Context: an optimization exercise on an open-source flow, tuned for small area, a short achievable clock period and few clock cycles. The choices shown serve that exercise and are no tape-out recipe. RTL that was checked went through simulation tests only; none was proved equivalent to the original. Power and IR drop assume default switching activity.

==> flow/design.v (excerpt) <==
module sgd_dot_product (
    input  logic                             clk,
    input  logic                             rst_n,
    input  logic                             started,
    input  logic [sgd_pkg::CFG_W-1:0]        number_of_epochs,
    input  logic [sgd_pkg::CFG_W-1:0]        number_of_samples,
    input  logic [sgd_pkg::CFG_W-1:0]        dimension,
    input  logic [sgd_pkg::CFG_W-1:0]        number_of_bits,
    input  logic [sgd_pkg::A_WORD_W-1:0]     dispatch_axb_a_data,
    input  logic                             dispatch_axb_a_wr_en,
    output logic                             dispatch_axb_a_almost_full,
    input  logic [sgd_pkg::CREDIT_W-1:0]     x_wr_credit_counter,
    output logic [sgd_pkg::X_ADDR_W-1:0]     x_rd_addr,
    input  logic [sgd_pkg::X_WORD_W-1:0]     x_rd_data,
    output logic [sgd_pkg::NUM_BANKS*sgd_pkg::DOT_W-1:0] dot_product,   
    output logic [sgd_pkg::NUM_BANKS-1:0]    dot_product_valid
);
Size in the first run: ~570 flip-flops, roughly 490 I/O pins, about 39000 um2 of cells after synthesis.
==> flow/config.mk <==
export PLATFORM = sky130hd
export DESIGN_NAME = sgd_dot_product
export DESIGN_NICKNAME = sgd_dot_product
export VERILOG_FILES = /design/flow/design.v
export SDC_FILE = /design/flow/constraint.sdc
export NUM_CORES = 4
export LEC_CHECK = 0
export CAP_MARGIN = 20
export CORE_MARGIN = 2
export CORE_UTILIZATION = 50
export CTS_BUF_LIST = sky130_fd_sc_hd__clkbuf_8
export CTS_CLUSTER_SIZE = 30
export SETUP_SLACK_MARGIN = 2.5
export SLEW_MARGIN = 20
export SYNTH_HIERARCHICAL = 1
export SYNTH_MINIMUM_KEEP_SIZE = 0
export BUFFER_PORTS_ARGS = -buffer_cell sky130_fd_sc_hd__buf_1
==> flow/constraint.sdc <==
create_clock -name core_clock -period 5.0 [get_ports {clk}]
set_input_delay 1.0000 -clock core_clock [delete_from_list [all_inputs] [get_ports {clk}]]
set_output_delay 1.0000 -clock core_clock [all_outputs]
set_load 0.01 [all_outputs]
standard.sh (not shown) runs the stock make flow with config.mk's settings and CLKGATE_MAP_FILE= SYNTH_SCRIPT=/design/flow/synth_recipe.tcl, a recipe that flattens the netlist after the stock synthesis.
==> flow/flow/run.sh <==
#!/bin/bash
# The standard layout (standard.sh, the standard flow's own ORFS flow), except that
# the port buffers are the plain sky130_fd_sc_hd__buf_1 rather than the
# buffer_ports default (a delay buffer); every port still gets one.
set -euo pipefail
echo 'export BUFFER_PORTS_ARGS = -buffer_cell sky130_fd_sc_hd__buf_1' >> config.mk
export BUFFER_PORTS_ARGS="-buffer_cell sky130_fd_sc_hd__buf_1"
cp standard.sh standard_sh.txt
bash standard.sh > standard.log 2>&1
Change:
--- a/flow/config.mk
+++ b/flow/config.mk
@@ -12,3 +12,3 @@
 export CTS_CLUSTER_SIZE = 30
-export SETUP_SLACK_MARGIN = 2.5
+export SETUP_SLACK_MARGIN = 2.75
 export SLEW_MARGIN = 20
Effect: Design area came out higher by a few percent; count of clock-buffer cells in the layout came out higher by 5; core utilization is higher by 3.9 points.
Change:
--- a/flow/config.mk
+++ b/flow/config.mk
@@ -12,3 +12,3 @@
 export CTS_CLUSTER_SIZE = 30
-export SETUP_SLACK_MARGIN = 2.75
+export SETUP_SLACK_MARGIN = 3.0
 export SLEW_MARGIN = 20
Maximum frequency falls by 3.5%.
Clock-buffer cell count rises by 4.
Synthesized area does not change.
Final area rises by 16%.
Sequential power rises by 3.3%.
Sequential share of layout area falls by 3.2 points.
Worst setup slack got worse by 0.087 ns.
Routed wire length rises by 9.7%.
Utilization rises by 9.9 points.
Sequential cell count is unchanged.
Non-clock buffer count rises by 281.
Change:
--- a/flow/config.mk
+++ b/flow/config.mk
@@ -12,3 +12,3 @@
 export CTS_CLUSTER_SIZE = 30
-export SETUP_SLACK_MARGIN = 3.0
+export SETUP_SLACK_MARGIN = 2.0
 export SLEW_MARGIN = 20
Outcome: The new run finished with timing, DRC and antenna clean; setup slack degrades by 0.35 ns; hold slack stays flat; wire length falls by 14%; final cell count fell by 7.3%; non-clock buffer count fell by 437; fmax came out lower by 12%; global-route usage falls by 2.9 points; core utilization decreases by 16 points.
Function was not checked in any run of this note: the RTL went through the layout flow alone.

========
sgd_dot_product, a different RTL version from the one above (not shown whole).
Size in the first run: about 4,100 cells after synthesis, about 490 I/O pins, about 39,000 µm² of cells after synthesis.
clock: 5.0 ns
lec_check: 0
cap_margin: 10
core_margin: 2
core_utilization: 50
cts_buf_list: sky130_fd_sc_hd__clkbuf_8
cts_cluster_size: 30
setup_slack_margin: 2.6
slew_margin: 10
synth_hierarchical: 1
synth_minimum_keep_size: 0
buffer_ports_args: -buffer_cell sky130_fd_sc_hd__buf_1
Scripts as last shown in full above: flow/flow/run.sh
Testbench counts at the start, summed over its fixed seeds: cycles 30,616.
Change:
--- a/flow/config.mk
+++ b/flow/config.mk
@@ -6,11 +6,11 @@
 export NUM_CORES = 4
 export LEC_CHECK = 0
-export CAP_MARGIN = 10
+export CAP_MARGIN = 20
 export CORE_MARGIN = 2
 export CORE_UTILIZATION = 50
 export CTS_BUF_LIST = sky130_fd_sc_hd__clkbuf_8
 export CTS_CLUSTER_SIZE = 30
-export SETUP_SLACK_MARGIN = 2.6
-export SLEW_MARGIN = 10
+export SETUP_SLACK_MARGIN = 2.9
+export SLEW_MARGIN = 20
 export SYNTH_HIERARCHICAL = 1
 export SYNTH_MINIMUM_KEEP_SIZE = 0
Result: Sequential power went up by a few percent. Synthesized cell count is unchanged. Total power went up by a quarter to a third. First-iteration DRC count went up by a quarter to a third. Cell area went up by about a fifth.
Change:
--- a/flow/config.mk
+++ b/flow/config.mk
@@ -11,5 +11,5 @@
 export CTS_BUF_LIST = sky130_fd_sc_hd__clkbuf_8
 export CTS_CLUSTER_SIZE = 30
-export SETUP_SLACK_MARGIN = 2.9
+export SETUP_SLACK_MARGIN = 2.6
 export SLEW_MARGIN = 20
 export SYNTH_HIERARCHICAL = 1
What happened: The new run went through all stages and came out clean; core utilization drops by 11 points; worst hold slack barely changes; wire length drops by 11%; synthesized area does not change; die area stays the same; global-route usage drops by 2.2 points; total power drops by 23%; non-clock buffer count drops by 322; design area drops by 16%.
Change:
--- a/flow/config.mk
+++ b/flow/config.mk
@@ -11,5 +11,5 @@
 export CTS_BUF_LIST = sky130_fd_sc_hd__clkbuf_8
 export CTS_CLUSTER_SIZE = 30
-export SETUP_SLACK_MARGIN = 2.6
+export SETUP_SLACK_MARGIN = 2.75
 export SLEW_MARGIN = 20
 export SYNTH_HIERARCHICAL = 1
Outcome: Sequential cell count stays the same. Sequential power barely changes. Design area climbs by a few percent. Clock-buffer cell count rises by 3. Clock power barely changes. Non-clock buffer count increases by 117. Clock skew went down by 0.0070 ns. Power went up by a few percent. Register-to-register slack stays flat. Area after synthesis does not change.
Change:
--- a/flow/config.mk
+++ b/flow/config.mk
@@ -10,6 +10,5 @@
 export CORE_UTILIZATION = 50
 export CTS_BUF_LIST = sky130_fd_sc_hd__clkbuf_8
-export CTS_CLUSTER_SIZE = 30
-export SETUP_SLACK_MARGIN = 2.75
+export SETUP_SLACK_MARGIN = 2.6
 export SLEW_MARGIN = 20
 export SYNTH_HIERARCHICAL = 1
Outcome: Setup slack is worse by 0.012 ns; die area stays the same; count of clock-buffer cells in the layout decreases by 3; design area came out lower by a few percent; cell count went down by a few percent.

========
== try-garnet ==
Another version of the RTL of sgd_dot_product (not shown whole).
For scale: roughly 3900 cells after synthesis, roughly 490 I/O pins, about 38000 um^2 of cells after synthesis.
export LEC_CHECK = 0
export CAP_MARGIN = 20
export CORE_MARGIN = 2
export CORE_UTILIZATION = 50
export CTS_BUF_LIST = sky130_fd_sc_hd__clkbuf_8
export CTS_CLUSTER_SIZE = 30
export SETUP_SLACK_MARGIN = 2.7
export SLEW_MARGIN = 20
export SYNTH_HIERARCHICAL = 1
export SYNTH_MINIMUM_KEEP_SIZE = 0
export BUFFER_PORTS_ARGS = -buffer_cell sky130_fd_sc_hd__buf_1
create_clock -name core_clock -period 5.0 [get_ports {clk}]
Scripts as last shown in full above: flow/flow/run.sh
Both conditions hold for try-garnet: the flow ran to the end and the final layout passed the timing, design-rule and antenna checks.
The inputs of try-harbor differ from those of try-garnet as listed below.
Settings: SETUP_SLACK_MARGIN changed from 2.7 to 2.6; PLACE_DENSITY newly set to 0.75.
## What came out
Comparing try-harbor against try-garnet, there is no change at all in synthesized cell count. When try-harbor is set beside try-garnet, its final worst-path cycle share turns out to be 0.40 points larger. Delta (try-harbor minus try-garnet): total power shows a reduction of about 12%; number of ordinary inverters in the final layout shows no meaningful change; cell area shows a reduction of 5.9%; wire length shows a reduction of 3.1%; number of global-route vias before repair shows an increase of 2.3%. try-harbor vs. try-garnet: fmax went down by 3.2 MHz. The run with more setup slack is try-garnet; try-harbor has less. Global-route usage over all layers: lower on try-harbor.
Changes in try-sierra relative to try-harbor:
Settings: clearing PLACE_DENSITY, which used to be 0.75.
==> run notes <==
Of the two values seen for critical path capture point, g_bank[0].u_bank.sum_n_q[31] was produced by try-sierra and g_bank[1].u_bank.sum_n_q[31] by try-harbor.
In the metrics for try-harbor and try-sierra, the one carrying the higher switching power is try-sierra.
try-sierra ends up with a worst-case setup margin in the final layout that is 0.066 ns higher than in try-harbor.
| total routing resource utilization after global routing | try-harbor vs try-sierra | ≈ equal |
Timing, DRC, antenna: 0 failures across try-harbor and try-sierra
Summary of try-sierra over try-harbor: cell-internal power now sits higher; final critical-path required period now sits lower.
From try-harbor to try-sierra the numbers moved as follows: share of total power in sequential cells fell by 1.1 points, sequential share of layout area fell by 0.43 points, final weighted congestion in routability-driven placement fell by 0.017.
Function was not checked in any run of this note: the RTL went through the layout flow alone.

========
build 5:
sgd_dot_product, a different RTL version from the one above (not shown whole).
Size in the first run: roughly 3600 cells after synthesis, about 490 I/O pins, about 0.034 sq mm of cells after synthesis.
Settings: LEC_CHECK=0, CAP_MARGIN=20, CORE_MARGIN=2, CORE_UTILIZATION=50, CTS_BUF_LIST=sky130_fd_sc_hd__clkbuf_8, CTS_CLUSTER_SIZE=30, SETUP_SLACK_MARGIN=1.75, SLEW_MARGIN=20, SYNTH_HIERARCHICAL=1, SYNTH_MINIMUM_KEEP_SIZE=0, BUFFER_PORTS_ARGS=-buffer_cell sky130_fd_sc_hd__buf_1; clock period 5.0 ns.
Scripts as last shown in full above: flow/flow/run.sh
Relative to build 5, the following input files were edited for build 45:
- swapping 1.75 for 1.0 in SETUP_SLACK_MARGIN
Results
Cell area delta (build 5 -> build 45): insignificant. Average wire per standard cell down about 0.8% in build 45 wrt build 5. Comparing build 5 and build 45, the higher share of total power in combinational logic is on build 5. [build 45] power rose 1.1% relative to build 5. Diff build 5 -> build 45: fraction of registers with async set/reset held; maximum achievable frequency went down about 15%. Build 45: done, clean on timing, DRC and antenna.
[inputs] build 13 vs build 45
- changing SETUP_SLACK_MARGIN from 1.0 to 2.0
Notes after the runs:
On build 13: final core utilization is 1.9 points higher than what build 45 gave.
[compare] base=build 45 new=build 13: net switching share of the total power was more or less identical; total power divided by cell area lower.
Build 13 vs. build 45: delay of the slowest cell on the worst path saw a decrease, setup slack has increased.
Sort build 45 and build 13 by final worst hold slack, ascending, and build 45 comes first.
In build 13 the worst slew slack as a fraction of its limit turned out 0.54 points lower than in build 45.
In the metrics for build 45 and build 13, the one carrying the lower endpoint required time on the critical path is build 13.
| peak supply drop | lower: build 45 |
Against build 45, build 13 reports a number of cells on the critical path that is lower.
Setup changes, build 13 to build 20
- SETUP_SLACK_MARGIN changed from 2.0 to 1.5
Notes after the runs:
Build 20 completed end to end with timing, DRC and antenna clean. Relative to build 13, the overall power of the completed layout of build 20 is lower by 520 uW. Build 20 vs. build 13: power consumed by combinational cells saw a decrease, minimum clock period after layout saw an increase, clock power saw a decrease.
Function was not checked in any run of this note: the RTL went through the layout flow alone.

========
Setup of run A:
sgd_dot_product, a different RTL version from the one above (not shown whole).
Size in the first run: ~3600 cells after synthesis, roughly 440 flip-flops, ~0.033 mm^2 of cells after synthesis.
clock: 5.0 ns
lec_check: 0
cap_margin: 20
core_margin: 2
core_utilization: 50
cts_buf_list: sky130_fd_sc_hd__clkbuf_8
cts_cluster_size: 30
setup_slack_margin: 1.5
slew_margin: 20
synth_hierarchical: 1
synth_minimum_keep_size: 0
buffer_ports_args: -buffer_cell sky130_fd_sc_hd__buf_1
Scripts as last shown in full above: flow/flow/run.sh
Testbench counts of run A, summed over its fixed seeds: cycles 30,616.
Edits applied to the flow inputs when going from run A to run B:
- SETUP_SLACK_MARGIN: 1.5 -> 2.5
Results
Re count of endpoints failing setup in the final report: no difference whatsoever between run B and run A. Run B ends up with a worst setup slack that is 0.35 ns higher than in run A. Run B against run A: total power density per cell area lower, fraction of power consumed by the clock network lower. Comparing run B and run A, endpoint arrival time on the critical path is lower on run B. Run B vs run A on met3 wire length: run B is the higher one. Total wirelength of the detailed-routed design (run B / run A): 1.3. On run B: ratio of final minimum period to clock period is 6.9 points lower than what run A gave. The flow did not stop early for run B: all stages ran, and the layout cleared the timing, design-rule and antenna checks. [compare] base=run A new=run B: number of buffers outside the clock class in the layout has increased; final instance area has increased.

========
sgd_dot_product, a different RTL version from the one above (not shown whole).
Size: about 3700 cells after synthesis, about 490 I/O pins, about 0.035 mm2 of cells after synthesis.
==> flow/design.v (excerpt) <==
module sgd_dot_product (
    input  logic                             clk,
    input  logic                             rst_n,
    input  logic                             started,
    input  logic [sgd_pkg::CFG_W-1:0]        number_of_epochs,
    input  logic [sgd_pkg::CFG_W-1:0]        number_of_samples,
    input  logic [sgd_pkg::CFG_W-1:0]        dimension,
    input  logic [sgd_pkg::CFG_W-1:0]        number_of_bits,
    input  logic [sgd_pkg::A_WORD_W-1:0]     dispatch_axb_a_data,
    input  logic                             dispatch_axb_a_wr_en,
    output logic                             dispatch_axb_a_almost_full,
    input  logic [sgd_pkg::CREDIT_W-1:0]     x_wr_credit_counter,
    output logic [sgd_pkg::X_ADDR_W-1:0]     x_rd_addr,
    input  logic [sgd_pkg::X_WORD_W-1:0]     x_rd_data,
    output logic [sgd_pkg::NUM_BANKS*sgd_pkg::DOT_W-1:0] dot_product,   
    output logic [sgd_pkg::NUM_BANKS-1:0]    dot_product_valid
);
export LEC_CHECK = 0
export CAP_MARGIN = 20
export CORE_MARGIN = 2
export CORE_UTILIZATION = 50
export CTS_BUF_LIST = sky130_fd_sc_hd__clkbuf_8
export CTS_CLUSTER_SIZE = 30
export SETUP_SLACK_MARGIN = 2.25
export SLEW_MARGIN = 20
export SYNTH_HIERARCHICAL = 1
export SYNTH_MINIMUM_KEEP_SIZE = 0
export BUFFER_PORTS_ARGS = -buffer_cell sky130_fd_sc_hd__buf_1
create_clock -name core_clock -period 5.0 [get_ports {clk}]
Scripts as last shown in full above: flow/flow/run.sh
Change:
--- a/flow/config.mk
+++ b/flow/config.mk
@@ -13 +13 @@
-export SETUP_SLACK_MARGIN = 2.25
+export SETUP_SLACK_MARGIN = 1.75
Global-route usage goes down by 0.33 points.
First-iteration DRC count is higher by 0.42%.
Power goes down by 8.5%.
Die area is unchanged.
Via count fell by 2.4%.
Count of clock-buffer cells in the layout falls by 8.
Routed wire length went down by 3.1%.
Worst hold slack gets better by 0.010 ns.
Cell count decreases by 2.4%.
Sequential cell count stays the same.
Register-to-register slack is worse by 0.23 ns.
Function was not checked in any run of this note: the RTL went through the layout flow alone.

========
Another version of the RTL of sgd_dot_product (not shown whole).
Size: roughly 3600 cells after synthesis, ~440 flip-flops, roughly 33000 um2 of cells after synthesis.
Settings: LEC_CHECK=0, CAP_MARGIN=20, CORE_MARGIN=2, CORE_UTILIZATION=50, SETUP_SLACK_MARGIN=2.5, SLEW_MARGIN=20, SYNTH_HIERARCHICAL=1, SYNTH_MINIMUM_KEEP_SIZE=0; clock period 5.0 ns.
run.sh (not shown) runs the stock make flow with config.mk's settings and CLKGATE_MAP_FILE= SYNTH_SCRIPT=/design/flow/synth_recipe.tcl, a recipe that flattens the netlist after the stock synthesis.
Stock flow here: none of the scripts above is used.
The starting point finished but failed the layout checks on setup timing.
Edit:
--- a/flow/config.mk
+++ b/flow/config.mk
@@ -10 +10,4 @@
-export CORE_UTILIZATION = 50
+export CORE_UTILIZATION = 65
+export CTS_BUF_LIST = sky130_fd_sc_hd__clkbuf_4 sky130_fd_sc_hd__clkbuf_8
+export CTS_CLUSTER_DIAMETER = 100
+export CTS_CLUSTER_SIZE = 30
Outcome: With this change the flow ended with an error in global routing (5_1_grt), error GRT-0232. Synthesized area stays the same. Synthesized cell count does not change.
No functional check of the RTL was part of any run of this note.

-- re-timing with driven ports --
The flow's constraints put no driver on any port. The routed layouts listed below were extracted and timed again, unchanged, in two steps. Step 1 (the two cells are an assumption about what drives the block):
set clk [get_ports {clk}]
set_driving_cell -lib_cell sky130_fd_sc_hd__clkbuf_16 $clk
set_driving_cell -lib_cell sky130_fd_sc_hd__buf_2 [delete_from_list [all_inputs] $clk]
Step 2 moves the port delays by t, midway between the first and last clock arrival at a register: inputs arrive t later, outputs are due t later. That takes back most of the time a late clock gives input paths. a / b / c = ideal / step 1 / step 2; a / b = the first two.
run	t (ns)	slack for setup (ns)	pins driven straight from the clock port
the first run of note 1	0.770	2.443 / 2.443 / 1.947	1
the second run of note 1	0.778	2.625 / 2.625 / 1.972	1
the third run of note 1	0.760	2.537 / 2.537 / 1.960	1
the fourth run of note 1	0.769	2.191 / 2.191 / 1.851	1
the first run of note 2	0.762	2.613 / 2.613 / 1.933	1
the second run of note 2	0.779	2.548 / 2.548 / 1.974	1
the third run of note 2	0.762	2.613 / 2.613 / 1.933	1
the fourth run of note 2	0.778	2.625 / 2.625 / 1.972	1
the fifth run of note 2	0.762	2.613 / 2.613 / 1.933	1
try-garnet	0.767	2.515 / 2.515 / 1.976	1
try-harbor	0.779	2.495 / 2.495 / 1.807	1
try-sierra	0.762	2.561 / 2.561 / 1.896	1
build 5	0.740	1.899 / 1.899 / 1.359	1
build 45	0.742	1.366 / 1.366 / 1.343	1
build 13	0.740	2.022 / 2.022 / 1.393	1
build 20	0.742	1.711 / 1.711 / 1.374	1
run A	0.707	1.601 / 1.601 / 1.016	1
run B	0.715	1.946 / 1.946 / 1.262	1
the first run of note 6	0.736	2.059 / 2.059 / 1.525	1
the second run of note 6	0.740	1.824 / 1.824 / 1.364	1
the first run of note 7	0.669	-0.365 / -0.365 / -0.365	1
The setup slack of try-harbor, which loses most, moves by 0.000 ns with the drivers and by -0.688 ns with both steps.
